What follows belongs to an exercise in optimizing a design on an open flow for small area and a short achievable clock period; a production flow would make more cautious choices. The RTL was checked by simulation tests, not by an equivalence proof against the original design. Power and IR drop assume default switching activity.

==> run a <==
==> flow/design.v <==
`default_nettype none
package timerPkg;
  localparam logic [1:0] HTRANS_IDLE   = 2'b00;
  localparam logic [1:0] HTRANS_BUSY   = 2'b01;
  localparam logic [1:0] HTRANS_NONSEQ = 2'b10;
  localparam logic [1:0] HTRANS_SEQ    = 2'b11;
  typedef logic [1:0] evSel;   
  typedef enum logic [1:0] {
    EDGE_NONE,
    EDGE_RISE,
    EDGE_FALL,
    EDGE_BOTH
  } edgeMode;
  typedef struct packed {
    evSel capSel;
    evSel cntSel;
    evSel stopSel;
    evSel startSel;
  } cmcReg;
  typedef struct packed {
    logic capChain;
    logic stopClears;
    logic startClears;
    logic centerAligned;
  } tmsReg;
  typedef struct packed {
    logic       lowActive;
    edgeMode    edgeSel;
    logic [1:0] filtCode;
  } evCfg;
  typedef logic [14:0] ecrReg;   
  typedef struct packed {
    logic ev0Detect;
    logic cmpMatchUp;
    logic periodMatchUp;
  } intReg;
endpackage
`default_nettype wire
`timescale 1ns/1ps
`default_nettype none
module timerTop (
  input  wire                       CPUbus,
  input  wire                       arstN,
  input  wire                       hSel,
  input  wire [32-1:0]        hAddr,
  input  wire [1:0]                 hTrans,
  input  wire                       hWrite,
  input  wire [32-1:0]       hWdata,
  input  wire                       hReady,
  input  wire [2:0]                 evnt,
  output logic [32-1:0]      hRdata,
  output logic                      hReadyOut,
  output logic                      hResp,
  output logic [2-1:0]  pwm,
  output logic                      intr
);
  logic        wrEn, rdEn;
  logic        accept;
  assign accept    = hSel && hReady && hTrans[1];
  assign hReadyOut = 1'b1;
  assign hResp     = 1'b0;
  always_ff @(posedge CPUbus or negedge arstN) begin
    if (!arstN) begin
      wrEn <= 1'b0;
      rdEn <= 1'b0;
    end else begin
      wrEn <= accept && hWrite;
      rdEn <= accept && !hWrite;
    end
  end
  logic [18:0] rdSel;
  logic [8:0]  rdSelHi;   
  always_ff @(posedge CPUbus) begin
    rdSel[0] <= hAddr[7:2] == 6'd0;
    rdSel[1] <= hAddr[7:2] == 6'd1;
    rdSel[2] <= hAddr[7:2] == 6'd2;
    rdSel[3] <= hAddr[7:2] == 6'd3;
    rdSel[4] <= hAddr[7:2] == 6'd4;
    rdSel[5] <= hAddr[7:2] == 6'd16;
    rdSel[6] <= hAddr[7:2] == 6'd17;
    rdSel[7] <= hAddr[7:2] == 6'd18;
    rdSel[8] <= hAddr[7:2] == 6'd19;
    rdSel[9]  <= hAddr[7:2] == 6'd6;
    rdSel[10] <= hAddr[7:2] == 6'd7;
    rdSel[11] <= hAddr[7:2] == 6'd8;
    rdSel[12] <= hAddr[7:2] == 6'd9;
    rdSel[13] <= hAddr[7:2] == 6'd10;
    rdSel[14] <= hAddr[7:2] == 6'd11;
    rdSel[15] <= hAddr[7:2] == 6'd12;
    rdSel[16] <= hAddr[7:2] == 6'd14;
    rdSel[17] <= hAddr[7:2] == 6'd5;
    rdSel[18] <= hAddr[7:2] == 6'd13;
    rdSelHi   <= {9{accept && !hWrite}} &
                 {hAddr[7:2] == 6'd19, hAddr[7:2] == 6'd18, hAddr[7:2] == 6'd17,
                  hAddr[7:2] == 6'd16, hAddr[7:2] == 6'd4,  hAddr[7:2] == 6'd3,
                  hAddr[7:2] == 6'd2,  hAddr[7:2] == 6'd1,  hAddr[7:2] == 6'd0};
  end
  logic wrTV, wrPR, wrPRSH, wrTRS, wrTMS, wrECR, wrCMC, wrIEC, wrISC, wrPLC;
  logic [1:0] wrCMP, wrCMPSH;
  assign wrTV   = wrEn && rdSel[0];
  assign wrPR   = wrEn && rdSel[1];
  assign wrPRSH = wrEn && rdSel[2];
  assign wrTRS  = wrEn && rdSel[17];
  assign wrTMS  = wrEn && rdSel[11];
  assign wrECR  = wrEn && rdSel[12];
  assign wrCMC  = wrEn && rdSel[13];
  assign wrIEC  = wrEn && rdSel[15];
  assign wrISC  = wrEn && rdSel[18];
  assign wrPLC  = wrEn && rdSel[16];
  assign wrCMP[0]   = wrEn && rdSel[5];
  assign wrCMPSH[0] = wrEn && rdSel[6];
  assign wrCMP[1]   = wrEn && rdSel[7];
  assign wrCMPSH[1] = wrEn && rdSel[8];
  logic [31:0] period, periodSh;
  logic [31:0] compare0, compare1, compareSh0, compareSh1;
  logic [7:0]  cmc;       
  logic [3:0]  tms;       
  logic [14:0] ecr;
  logic [2:0]  iec, isr, isrD;
  logic [1:0]  polarity;
  logic        running, countDown;
  logic [31:0] timerValue;
  logic [1:0]  capFull;
  logic [31:0] cap0, cap1;
  logic [1:0]  pwmState, pwmStateD, polarityD;
  logic        intrD;
  logic [2:0]  evEdge;
  for (genvar g = 0; g < 3; g++) begin : genEvent
    logic [2:0] holdCnt;
    logic [2:0] holdLen;
    logic       evFilt, evFiltDly;
    logic [1:0] filtCode, edgeSel;
    assign filtCode = ecr[5*g +: 2];
    assign edgeSel  = ecr[5*g+2 +: 2];
    always_comb begin
      case (filtCode)
        2'd0:    holdLen = 3'd0;
        2'd1:    holdLen = 3'd3;
        2'd2:    holdLen = 3'd5;
        default: holdLen = 3'd7;
      endcase
    end
    always_ff @(posedge CPUbus or negedge arstN) begin
      if (!arstN) begin
        holdCnt   <= '0;
        evFilt    <= 1'b0;
        evFiltDly <= 1'b0;
        evEdge[g] <= 1'b0;
      end else begin
        if (evnt[g] == evFilt) begin
          holdCnt <= '0;
        end else if (holdCnt == holdLen) begin
          evFilt  <= evnt[g];
          holdCnt <= '0;
        end else begin
          holdCnt <= holdCnt + 3'd1;
        end
        evFiltDly <= evFilt;
        evEdge[g] <= (evFilt ^ evFiltDly) && (evFilt ? edgeSel[0] : edgeSel[1]);
      end
    end
  end
  function automatic logic pickEvent(input logic [1:0] sel, input logic [2:0] ev);
    case (sel)
      2'd1:    pickEvent = ev[0];
      2'd2:    pickEvent = ev[1];
      2'd3:    pickEvent = ev[2];
      default: pickEvent = 1'b0;
    endcase
  endfunction
  logic evStart, evStop, evCount, evCapture;
  assign evStart   = pickEvent(cmc[1:0], evEdge);
  assign evStop    = pickEvent(cmc[3:2], evEdge);
  assign evCount   = pickEvent(cmc[5:4], evEdge);
  assign evCapture = pickEvent(cmc[7:6], evEdge);
  logic startReq, stopReq, timerClear, countEnable, step;
  assign startReq    = (wrTRS && hWdata[0]) || evStart;
  assign stopReq     = (wrTRS && hWdata[1]) || evStop;
  assign timerClear  = (wrTRS && hWdata[2]) || (startReq && tms[1]) || (stopReq && tms[2]);
  assign countEnable = (cmc[5:4] == 2'd0) || evCount;
  assign step        = running && countEnable;
  function automatic logic [1:0] cmpLtEq(input logic [31:0] a, input logic [31:0] b);
    logic [31:0] l, e;
    l = ~a & b;
    e = ~(a ^ b);
    for (int w = 1; w < 32; w = w * 2) begin
      for (int i = 0; i < 32; i = i + 2 * w) begin
        l[i] = l[i + w] | (e[i + w] & l[i]);
        e[i] = e[i + w] & e[i];
      end
    end
    cmpLtEq = {l[0], e[0]};
  endfunction
  logic periodMatch, zeroMatch, tvGePeriod, tvLtPeriod;
  logic [1:0] cmpMatch, tvGtCmp, tvLtCmp;
  assign {tvLtPeriod, periodMatch} = cmpLtEq(timerValue, period);
  assign {tvLtCmp[0], cmpMatch[0]} = cmpLtEq(timerValue, compare0);
  assign {tvLtCmp[1], cmpMatch[1]} = cmpLtEq(timerValue, compare1);
  assign tvGePeriod = !tvLtPeriod;
  assign tvGtCmp    = ~tvLtCmp & ~cmpMatch;
  assign zeroMatch  = ~|timerValue;
  logic xfer;   
  assign xfer = running && (countDown ? zeroMatch : periodMatch);
  logic [31:0] tvInc, tvDec, tvNext;
  logic        cdNext;
  always_comb begin
    for (int i = 0; i < 32; i++) begin
      tvInc[i] = timerValue[i] ^ (i == 0 ? 1'b1 :  (&(timerValue & ((32'd1 << i) - 32'd1) | ~((32'd1 << i) - 32'd1))));
      tvDec[i] = timerValue[i] ^ (i == 0 ? 1'b1 : ~(|(timerValue & ((32'd1 << i) - 32'd1))));
    end
  end
  always_comb begin
    cdNext = countDown;
    tvNext = timerValue;
    if (!tms[0]) begin
      cdNext = 1'b0;
      tvNext = tvGePeriod ? 32'd0 : tvInc;
    end else if (countDown) begin
      cdNext = !zeroMatch;
      tvNext = zeroMatch ? tvInc : tvDec;
    end else begin
      cdNext = tvGePeriod;
      tvNext = tvGePeriod ? tvDec : tvInc;
    end
  end
  logic cap1Wr;
  assign cap1Wr = evCapture && (tms[3] || capFull[0]);
  always_ff @(posedge CPUbus or negedge arstN) begin
    if (!arstN) begin
      running    <= 1'b0;
      timerValue <= '0;
      countDown  <= 1'b0;
      capFull    <= '0;
      pwm        <= '0;
      intr       <= 1'b0;
    end else begin
      if (startReq)     running <= 1'b1;
      else if (stopReq) running <= 1'b0;
      if (timerClear) begin
        timerValue <= '0;
        countDown  <= 1'b0;
      end else if (wrTV) begin
        timerValue <= hWdata;
      end else if (step) begin
        timerValue <= tvNext;
        countDown  <= cdNext;
      end
      if (evCapture)                         capFull[0] <= 1'b1;
      else if (rdEn && rdSel[3])      capFull[0] <= 1'b0;
      if (cap1Wr)                            capFull[1] <= 1'b1;
      else if (rdEn && rdSel[4])      capFull[1] <= 1'b0;
      pwm <= pwmStateD ^ polarityD;   
      intr <= intrD;
    end
  end
  assign pwmState  = pwm ^ polarity;
  assign polarityD = wrPLC ? hWdata[1:0] : polarity;
  always_comb begin
    for (int i = 0; i < 2; i++) begin
      pwmStateD[i] = pwmState[i];
      if (!running) begin
        pwmStateD[i] = tvGtCmp[i];
      end else if (countEnable) begin
        if (tms[0]) begin
          if (cmpMatch[i])                  pwmStateD[i] = !pwmState[i];
          else if (zeroMatch && countDown)  pwmStateD[i] = 1'b0;
        end else begin
          if (cmpMatch[i])                  pwmStateD[i] = 1'b1;
          else if (periodMatch)             pwmStateD[i] = 1'b0;
        end
      end
    end
  end
  always_ff @(posedge CPUbus) begin
    if (evCapture) cap0 <= timerValue;
    if (cap1Wr)    cap1 <= cap0;
  end
  always_ff @(posedge CPUbus or negedge arstN) begin
    if (!arstN) begin
      period     <= '0;
      periodSh   <= '0;
      compare0   <= '0;
      compare1   <= '0;
      compareSh0 <= '0;
      compareSh1 <= '0;
      cmc        <= '0;
      tms        <= '0;
      ecr        <= '0;
      iec        <= '0;
      polarity   <= '0;
      isr        <= '0;
    end else begin
      if (wrPR || (wrPRSH && !running)) period <= hWdata;
      else if (xfer)                    period <= periodSh;
      if (wrPRSH) periodSh <= hWdata;
      if (wrCMP[0] || (wrCMPSH[0] && !running)) compare0 <= hWdata;
      else if (xfer)                            compare0 <= compareSh0;
      if (wrCMPSH[0]) compareSh0 <= hWdata;
      if (wrCMP[1] || (wrCMPSH[1] && !running)) compare1 <= hWdata;
      else if (xfer)                            compare1 <= compareSh1;
      if (wrCMPSH[1]) compareSh1 <= hWdata;
      if (wrCMC) cmc      <= hWdata[7:0];
      if (wrTMS) tms      <= hWdata[3:0];
      if (wrECR) ecr      <= hWdata[14:0];
      if (wrIEC) iec      <= hWdata[2:0];
      if (wrPLC) polarity <= hWdata[1:0];
      isr <= isrD;
    end
  end
  assign isrD  = (isr & ~(wrISC ? hWdata[2:0] : 3'd0)) |
                 ({evEdge[0], running && !countDown && (|cmpMatch),
                   running && !countDown && periodMatch} & iec);
  assign intrD = |isrD;   
  logic [31:0] rdSmall;
  assign rdSmall = {30'd0, {2{rdSel[9]}}  & capFull}           |
                   {30'd0, {2{rdSel[10]}} & {countDown, running}} |
                   {28'd0, {4{rdSel[11]}} & tms}               |
                   {17'd0, {15{rdSel[12]}} & ecr}              |
                   {24'd0, {8{rdSel[13]}} & cmc}               |
                   {29'd0, {3{rdSel[14]}} & isr}               |
                   {29'd0, {3{rdSel[15]}} & iec}               |
                   {30'd0, {2{rdSel[16]}} & polarity};
  logic [31:0] rdWide;
  for (genvar b = 0; b < 32; b++) begin : genRd
    logic [8:0] sel;
    assign sel = (b < 16) ? rdSel[8:0] : rdSelHi;
    assign rdWide[b] = (sel[0] & timerValue[b]) | (sel[1] & period[b])     |
                       (sel[2] & periodSh[b])   | (sel[3] & cap0[b])       |
                       (sel[4] & cap1[b])       | (sel[5] & compare0[b])   |
                       (sel[6] & compareSh0[b]) | (sel[7] & compare1[b])   |
                       (sel[8] & compareSh1[b]);
  end
  assign hRdata = rdWide | rdSmall;
endmodule
`default_nettype wire
==> flow/flow/run.sh <==
#!/bin/bash
# Own layout flow: the standard flow, step by step, with the standard
# synthesis unchanged. The only difference from the standard layout is that
# every input and output port is buffered with a plain buf_2 instead of the
# buffer cell buffer_ports would otherwise pick. Each step's full output goes
# to its own log file here; ORFS also keeps its per-step logs under orfs/logs.
set -euo pipefail
export BUFFER_PORTS_ARGS="-buffer_cell sky130_fd_sc_hd__buf_2"
for step in synth floorplan place cts route finish; do
  bash standard.sh "$step" > "$step.log" 2>&1
done
==> flow/standard.sh <==
#!/bin/bash
# synth_recipe.tcl (not shown) runs the flow's synth.tcl, then flattens the netlist and writes it again
# the make line also repeats each setting of config.mk as NAME=value (left out here)
make -C /OpenROAD-flow-scripts/flow DESIGN_CONFIG=/design/flow/config.mk WORK_HOME=/design/flow/orfs CLKGATE_MAP_FILE= SYNTH_SCRIPT=/design/flow/synth_recipe.tcl "${@:-finish}"
==> flow/config.mk <==
export PLATFORM = sky130hd
export DESIGN_NAME = timerTop
export DESIGN_NICKNAME = timerTop
export VERILOG_FILES = /design/flow/design.v
export SDC_FILE = /design/flow/constraint.sdc
export NUM_CORES = 4
export LEC_CHECK = 0
export CAP_MARGIN = 20
export CORE_MARGIN = 2
export CORE_UTILIZATION = 50
export CTS_CLUSTER_DIAMETER = 80
export CTS_CLUSTER_SIZE = 24
export SETUP_SLACK_MARGIN = 2.5
export SLEW_MARGIN = 20
export TNS_END_PERCENT = 5
==> flow/constraint.sdc <==
create_clock -name core_clock -period 5.5 [get_ports {CPUbus}]
set_input_delay 1.1000 -clock core_clock [delete_from_list [all_inputs] [get_ports {CPUbus}]]
set_output_delay 1.1000 -clock core_clock [all_outputs]
set_load 0.01 [all_outputs]
==> run b: changes against run a <==
--- a/flow/design.v
+++ b/flow/design.v
@@ -57,2 +57,3 @@
   logic        wrEn, rdEn;
+  logic [5:0]  regAddr;
   logic        accept;
@@ -70,4 +71,4 @@
   end
-  logic [18:0] rdSel;
-  logic [8:0]  rdSelHi;   
+  always_ff @(posedge CPUbus) regAddr <= hAddr[7:2];
+  logic [16:0] rdSel;
   always_ff @(posedge CPUbus) begin
@@ -90,8 +91,2 @@
     rdSel[16] <= hAddr[7:2] == 6'd14;
-    rdSel[17] <= hAddr[7:2] == 6'd5;
-    rdSel[18] <= hAddr[7:2] == 6'd13;
-    rdSelHi   <= {9{accept && !hWrite}} &
-                 {hAddr[7:2] == 6'd19, hAddr[7:2] == 6'd18, hAddr[7:2] == 6'd17,
-                  hAddr[7:2] == 6'd16, hAddr[7:2] == 6'd4,  hAddr[7:2] == 6'd3,
-                  hAddr[7:2] == 6'd2,  hAddr[7:2] == 6'd1,  hAddr[7:2] == 6'd0};
   end
@@ -99,16 +94,16 @@
   logic [1:0] wrCMP, wrCMPSH;
-  assign wrTV   = wrEn && rdSel[0];
-  assign wrPR   = wrEn && rdSel[1];
-  assign wrPRSH = wrEn && rdSel[2];
-  assign wrTRS  = wrEn && rdSel[17];
-  assign wrTMS  = wrEn && rdSel[11];
-  assign wrECR  = wrEn && rdSel[12];
-  assign wrCMC  = wrEn && rdSel[13];
-  assign wrIEC  = wrEn && rdSel[15];
-  assign wrISC  = wrEn && rdSel[18];
-  assign wrPLC  = wrEn && rdSel[16];
-  assign wrCMP[0]   = wrEn && rdSel[5];
-  assign wrCMPSH[0] = wrEn && rdSel[6];
-  assign wrCMP[1]   = wrEn && rdSel[7];
-  assign wrCMPSH[1] = wrEn && rdSel[8];
+  assign wrTV   = wrEn && regAddr == 6'd0;
+  assign wrPR   = wrEn && regAddr == 6'd1;
+  assign wrPRSH = wrEn && regAddr == 6'd2;
+  assign wrTRS  = wrEn && regAddr == 6'd5;
+  assign wrTMS  = wrEn && regAddr == 6'd8;
+  assign wrECR  = wrEn && regAddr == 6'd9;
+  assign wrCMC  = wrEn && regAddr == 6'd10;
+  assign wrIEC  = wrEn && regAddr == 6'd12;
+  assign wrISC  = wrEn && regAddr == 6'd13;
+  assign wrPLC  = wrEn && regAddr == 6'd14;
+  assign wrCMP[0]   = wrEn && regAddr == 6'd16;
+  assign wrCMPSH[0] = wrEn && regAddr == 6'd17;
+  assign wrCMP[1]   = wrEn && regAddr == 6'd18;
+  assign wrCMPSH[1] = wrEn && regAddr == 6'd19;
   logic [31:0] period, periodSh;
@@ -181,5 +176,5 @@
   assign step        = running && countEnable;
-  function automatic logic [1:0] cmpLtEq(input logic [31:0] a, input logic [31:0] b);
-    logic [31:0] l, e;
-    l = ~a & b;
+  function automatic logic [1:0] cmpGtEq(input logic [31:0] a, input logic [31:0] b);
+    logic [31:0] g, e;
+    g = a & ~b;
     e = ~(a ^ b);
@@ -187,3 +182,3 @@
       for (int i = 0; i < 32; i = i + 2 * w) begin
-        l[i] = l[i + w] | (e[i + w] & l[i]);
+        g[i] = g[i + w] | (e[i + w] & g[i]);
         e[i] = e[i + w] & e[i];
@@ -191,12 +186,11 @@
     end
-    cmpLtEq = {l[0], e[0]};
+    cmpGtEq = {g[0], e[0]};
   endfunction
-  logic periodMatch, zeroMatch, tvGePeriod, tvLtPeriod;
-  logic [1:0] cmpMatch, tvGtCmp, tvLtCmp;
-  assign {tvLtPeriod, periodMatch} = cmpLtEq(timerValue, period);
-  assign {tvLtCmp[0], cmpMatch[0]} = cmpLtEq(timerValue, compare0);
-  assign {tvLtCmp[1], cmpMatch[1]} = cmpLtEq(timerValue, compare1);
-  assign tvGePeriod = !tvLtPeriod;
-  assign tvGtCmp    = ~tvLtCmp & ~cmpMatch;
-  assign zeroMatch  = ~|timerValue;
+  logic periodMatch, zeroMatch, tvGePeriod, tvGtPeriod;
+  logic [1:0] cmpMatch, tvGtCmp;
+  assign {tvGtPeriod, periodMatch} = cmpGtEq(timerValue, period);
+  assign {tvGtCmp[0], cmpMatch[0]} = cmpGtEq(timerValue, compare0);
+  assign {tvGtCmp[1], cmpMatch[1]} = cmpGtEq(timerValue, compare1);
+  assign tvGePeriod  = tvGtPeriod | periodMatch;
+  assign zeroMatch   = ~|timerValue;
   logic xfer;   
@@ -248,5 +242,5 @@
       if (evCapture)                         capFull[0] <= 1'b1;
-      else if (rdEn && rdSel[3])      capFull[0] <= 1'b0;
+      else if (rdEn && regAddr == 6'd3)      capFull[0] <= 1'b0;
       if (cap1Wr)                            capFull[1] <= 1'b1;
-      else if (rdEn && rdSel[4])      capFull[1] <= 1'b0;
+      else if (rdEn && regAddr == 6'd4)      capFull[1] <= 1'b0;
       pwm <= pwmStateD ^ polarityD;   
@@ -322,13 +316,12 @@
                    {30'd0, {2{rdSel[16]}} & polarity};
-  logic [31:0] rdWide;
-  for (genvar b = 0; b < 32; b++) begin : genRd
-    logic [8:0] sel;
-    assign sel = (b < 16) ? rdSel[8:0] : rdSelHi;
-    assign rdWide[b] = (sel[0] & timerValue[b]) | (sel[1] & period[b])     |
-                       (sel[2] & periodSh[b])   | (sel[3] & cap0[b])       |
-                       (sel[4] & cap1[b])       | (sel[5] & compare0[b])   |
-                       (sel[6] & compareSh0[b]) | (sel[7] & compare1[b])   |
-                       (sel[8] & compareSh1[b]);
-  end
-  assign hRdata = rdWide | rdSmall;
+  assign hRdata = ({32{rdSel[0]}} & timerValue) |
+                  ({32{rdSel[1]}} & period)     |
+                  ({32{rdSel[2]}} & periodSh)   |
+                  ({32{rdSel[3]}} & cap0)       |
+                  ({32{rdSel[4]}} & cap1)       |
+                  ({32{rdSel[5]}} & compare0)   |
+                  ({32{rdSel[6]}} & compareSh0) |
+                  ({32{rdSel[7]}} & compare1)   |
+                  ({32{rdSel[8]}} & compareSh1) |
+                  rdSmall;
 endmodule
==> flow/run.sh (new file) <==
#!/bin/bash
# synth_recipe.tcl (not shown) runs the flow's synth.tcl, then flattens the netlist and writes it again
# the make line also repeats each setting of config.mk as NAME=value (left out here)
make -C /OpenROAD-flow-scripts/flow DESIGN_CONFIG=/design/flow/config.mk WORK_HOME=/design/flow/orfs CLKGATE_MAP_FILE= SYNTH_SCRIPT=/design/flow/synth_recipe.tcl finish
==> flow/config.mk (replaced) <==
export PLATFORM = sky130hd
export DESIGN_NAME = timerTop
export DESIGN_NICKNAME = timerTop
export VERILOG_FILES = /design/flow/design.v
export SDC_FILE = /design/flow/constraint.sdc
export NUM_CORES = 4
export LEC_CHECK = 0
export ABC_CLOCK_PERIOD_IN_PS = 2500
export CAP_MARGIN = 20
export CORE_MARGIN = 2
export CORE_UTILIZATION = 60
export SETUP_SLACK_MARGIN = 2.8
export SLEW_MARGIN = 20
removed: flow/flow/run.sh
removed: flow/standard.sh
==> run c: changes against run a <==
--- a/flow/design.v
+++ b/flow/design.v
@@ -71,3 +71,2 @@
   logic [18:0] rdSel;
-  logic [8:0]  rdSelHi;   
   always_ff @(posedge CPUbus) begin
@@ -92,6 +91,2 @@
     rdSel[18] <= hAddr[7:2] == 6'd13;
-    rdSelHi   <= {9{accept && !hWrite}} &
-                 {hAddr[7:2] == 6'd19, hAddr[7:2] == 6'd18, hAddr[7:2] == 6'd17,
-                  hAddr[7:2] == 6'd16, hAddr[7:2] == 6'd4,  hAddr[7:2] == 6'd3,
-                  hAddr[7:2] == 6'd2,  hAddr[7:2] == 6'd1,  hAddr[7:2] == 6'd0};
   end
@@ -322,13 +317,12 @@
                    {30'd0, {2{rdSel[16]}} & polarity};
-  logic [31:0] rdWide;
-  for (genvar b = 0; b < 32; b++) begin : genRd
-    logic [8:0] sel;
-    assign sel = (b < 16) ? rdSel[8:0] : rdSelHi;
-    assign rdWide[b] = (sel[0] & timerValue[b]) | (sel[1] & period[b])     |
-                       (sel[2] & periodSh[b])   | (sel[3] & cap0[b])       |
-                       (sel[4] & cap1[b])       | (sel[5] & compare0[b])   |
-                       (sel[6] & compareSh0[b]) | (sel[7] & compare1[b])   |
-                       (sel[8] & compareSh1[b]);
-  end
-  assign hRdata = rdWide | rdSmall;
+  assign hRdata = ({32{rdSel[0]}} & timerValue) |
+                  ({32{rdSel[1]}} & period)     |
+                  ({32{rdSel[2]}} & periodSh)   |
+                  ({32{rdSel[3]}} & cap0)       |
+                  ({32{rdSel[4]}} & cap1)       |
+                  ({32{rdSel[5]}} & compare0)   |
+                  ({32{rdSel[6]}} & compareSh0) |
+                  ({32{rdSel[7]}} & compare1)   |
+                  ({32{rdSel[8]}} & compareSh1) |
+                  rdSmall;
 endmodule
--- a/flow/config.mk
+++ b/flow/config.mk
@@ -12,3 +12,3 @@
 export CTS_CLUSTER_SIZE = 24
-export SETUP_SLACK_MARGIN = 2.5
+export SETUP_SLACK_MARGIN = 2.65
 export SLEW_MARGIN = 20
==> run d: changes against run a <==
--- a/flow/design.v
+++ b/flow/design.v
@@ -71,3 +71,2 @@
   logic [18:0] rdSel;
-  logic [8:0]  rdSelHi;   
   always_ff @(posedge CPUbus) begin
@@ -92,6 +91,2 @@
     rdSel[18] <= hAddr[7:2] == 6'd13;
-    rdSelHi   <= {9{accept && !hWrite}} &
-                 {hAddr[7:2] == 6'd19, hAddr[7:2] == 6'd18, hAddr[7:2] == 6'd17,
-                  hAddr[7:2] == 6'd16, hAddr[7:2] == 6'd4,  hAddr[7:2] == 6'd3,
-                  hAddr[7:2] == 6'd2,  hAddr[7:2] == 6'd1,  hAddr[7:2] == 6'd0};
   end
@@ -322,13 +317,12 @@
                    {30'd0, {2{rdSel[16]}} & polarity};
-  logic [31:0] rdWide;
-  for (genvar b = 0; b < 32; b++) begin : genRd
-    logic [8:0] sel;
-    assign sel = (b < 16) ? rdSel[8:0] : rdSelHi;
-    assign rdWide[b] = (sel[0] & timerValue[b]) | (sel[1] & period[b])     |
-                       (sel[2] & periodSh[b])   | (sel[3] & cap0[b])       |
-                       (sel[4] & cap1[b])       | (sel[5] & compare0[b])   |
-                       (sel[6] & compareSh0[b]) | (sel[7] & compare1[b])   |
-                       (sel[8] & compareSh1[b]);
-  end
-  assign hRdata = rdWide | rdSmall;
+  assign hRdata = ({32{rdSel[0]}} & timerValue) |
+                  ({32{rdSel[1]}} & period)     |
+                  ({32{rdSel[2]}} & periodSh)   |
+                  ({32{rdSel[3]}} & cap0)       |
+                  ({32{rdSel[4]}} & cap1)       |
+                  ({32{rdSel[5]}} & compare0)   |
+                  ({32{rdSel[6]}} & compareSh0) |
+                  ({32{rdSel[7]}} & compare1)   |
+                  ({32{rdSel[8]}} & compareSh1) |
+                  rdSmall;
 endmodule
==> run summary <==
item                                                                                                           run c                        run d                   run b                   run a
Status                                                                                      timing/DRC/antenna clean     timing/DRC/antenna clean  timing/DRC/antenna clean  timing/DRC/antenna clean
Tap cells                                                                                                        525                          525                     448                     525
Ratio of cells with drive above 1 in the final layout                                                          27.2%                        24.6%                   35.4%                   24.9%
Part of the power in combinational logic                                                                       46.4%                        44.1%                   25.9%                   42.3%
Width of the chip                                                                                             205 um                       205 um                  189 um                  205 um
Sum of met3 wire segment lengths after detailed routing                                                      4930 um                      4160 um                13000 um                 4450 um
H-tree level count                                                                                                 1                            1                       2                       1
Cts repair resizes                                                                                               116                           84                     480                      45
Total setup buffers inserted after CTS                                                                            58                           42                     163                      16
Power Total                                                                                                 0.0114 W                     0.0110 W               0.00863 W                0.0111 W
Clock transition at the register clock pins on the worst setup and hold paths after CTS                      0.10 ns                      0.10 ns                 0.07 ns                 0.09 ns
Maximum fanout along the worst path                                                                               14                           14                       6                       6
Power per cell area                                                                                       488 mW/mm2                   479 mW/mm2              311 mW/mm2              480 mW/mm2
Worst Hold Slack                                                                                            0.451 ns                     0.450 ns                0.441 ns                0.447 ns
Area after detailed placement                                                                             0.0209 mm2                   0.0209 mm2              0.0216 mm2              0.0210 mm2
Share of Yosys cell area claimed by the top area cell type                                                     35.5%                        35.5%                   34.9%                   35.6%
Critical path class                                                                      flip-flop to primary output  flip-flop to primary output  flip-flop to flip-flop  flip-flop to flip-flop
Register cell area after layout                                                                          0.00954 mm2                  0.00953 mm2             0.00963 mm2             0.00968 mm2
Minimum period implied by the final worst setup slack                                                        3.01 ns                      3.02 ns                 3.45 ns                 3.56 ns
Antenna Diode Count                                                                                                1                            0                       2                       0
Cells after Synth                                                                                               1905                         1905                    2028                    1903

[separate check: timing with driven ports]
The flow's constraints put no driver on any port. The routed layouts listed below were extracted and timed again, unchanged, in two steps.
Step 1 (the two cells are an assumption about what drives the block):
set clk [get_ports {CPUbus}]
set_driving_cell -lib_cell sky130_fd_sc_hd__clkbuf_16 $clk
set_driving_cell -lib_cell sky130_fd_sc_hd__buf_2 [delete_from_list [all_inputs] $clk]
Step 2 also shifts input and output timing later by t, the mid clock arrival at the registers, as if the neighbouring blocks saw the same clock.
Three values: ideal ports, drivers, drivers and shift; two values: the first two.
| run | t (ns) | setup WS [ns] | worst data-port slew with drivers (ns) |
|---|---|---|---|
| run a | 0.635 | 1.935 / 1.935 / 1.935 | 0.05 |
| run b | 0.603 | 2.053 / 2.053 / 2.053 | 0.05 |
| run c | 0.618 | 2.493 / 2.436 / 2.283 | 0.05 |
| run d | 0.619 | 2.481 / 2.423 / 2.290 | 0.05 |
After both steps setup and hold are still met in every run listed. For run c, which loses most, drivers alone change the setup slack by -0.057 ns; drivers and shift together by -0.210 ns.
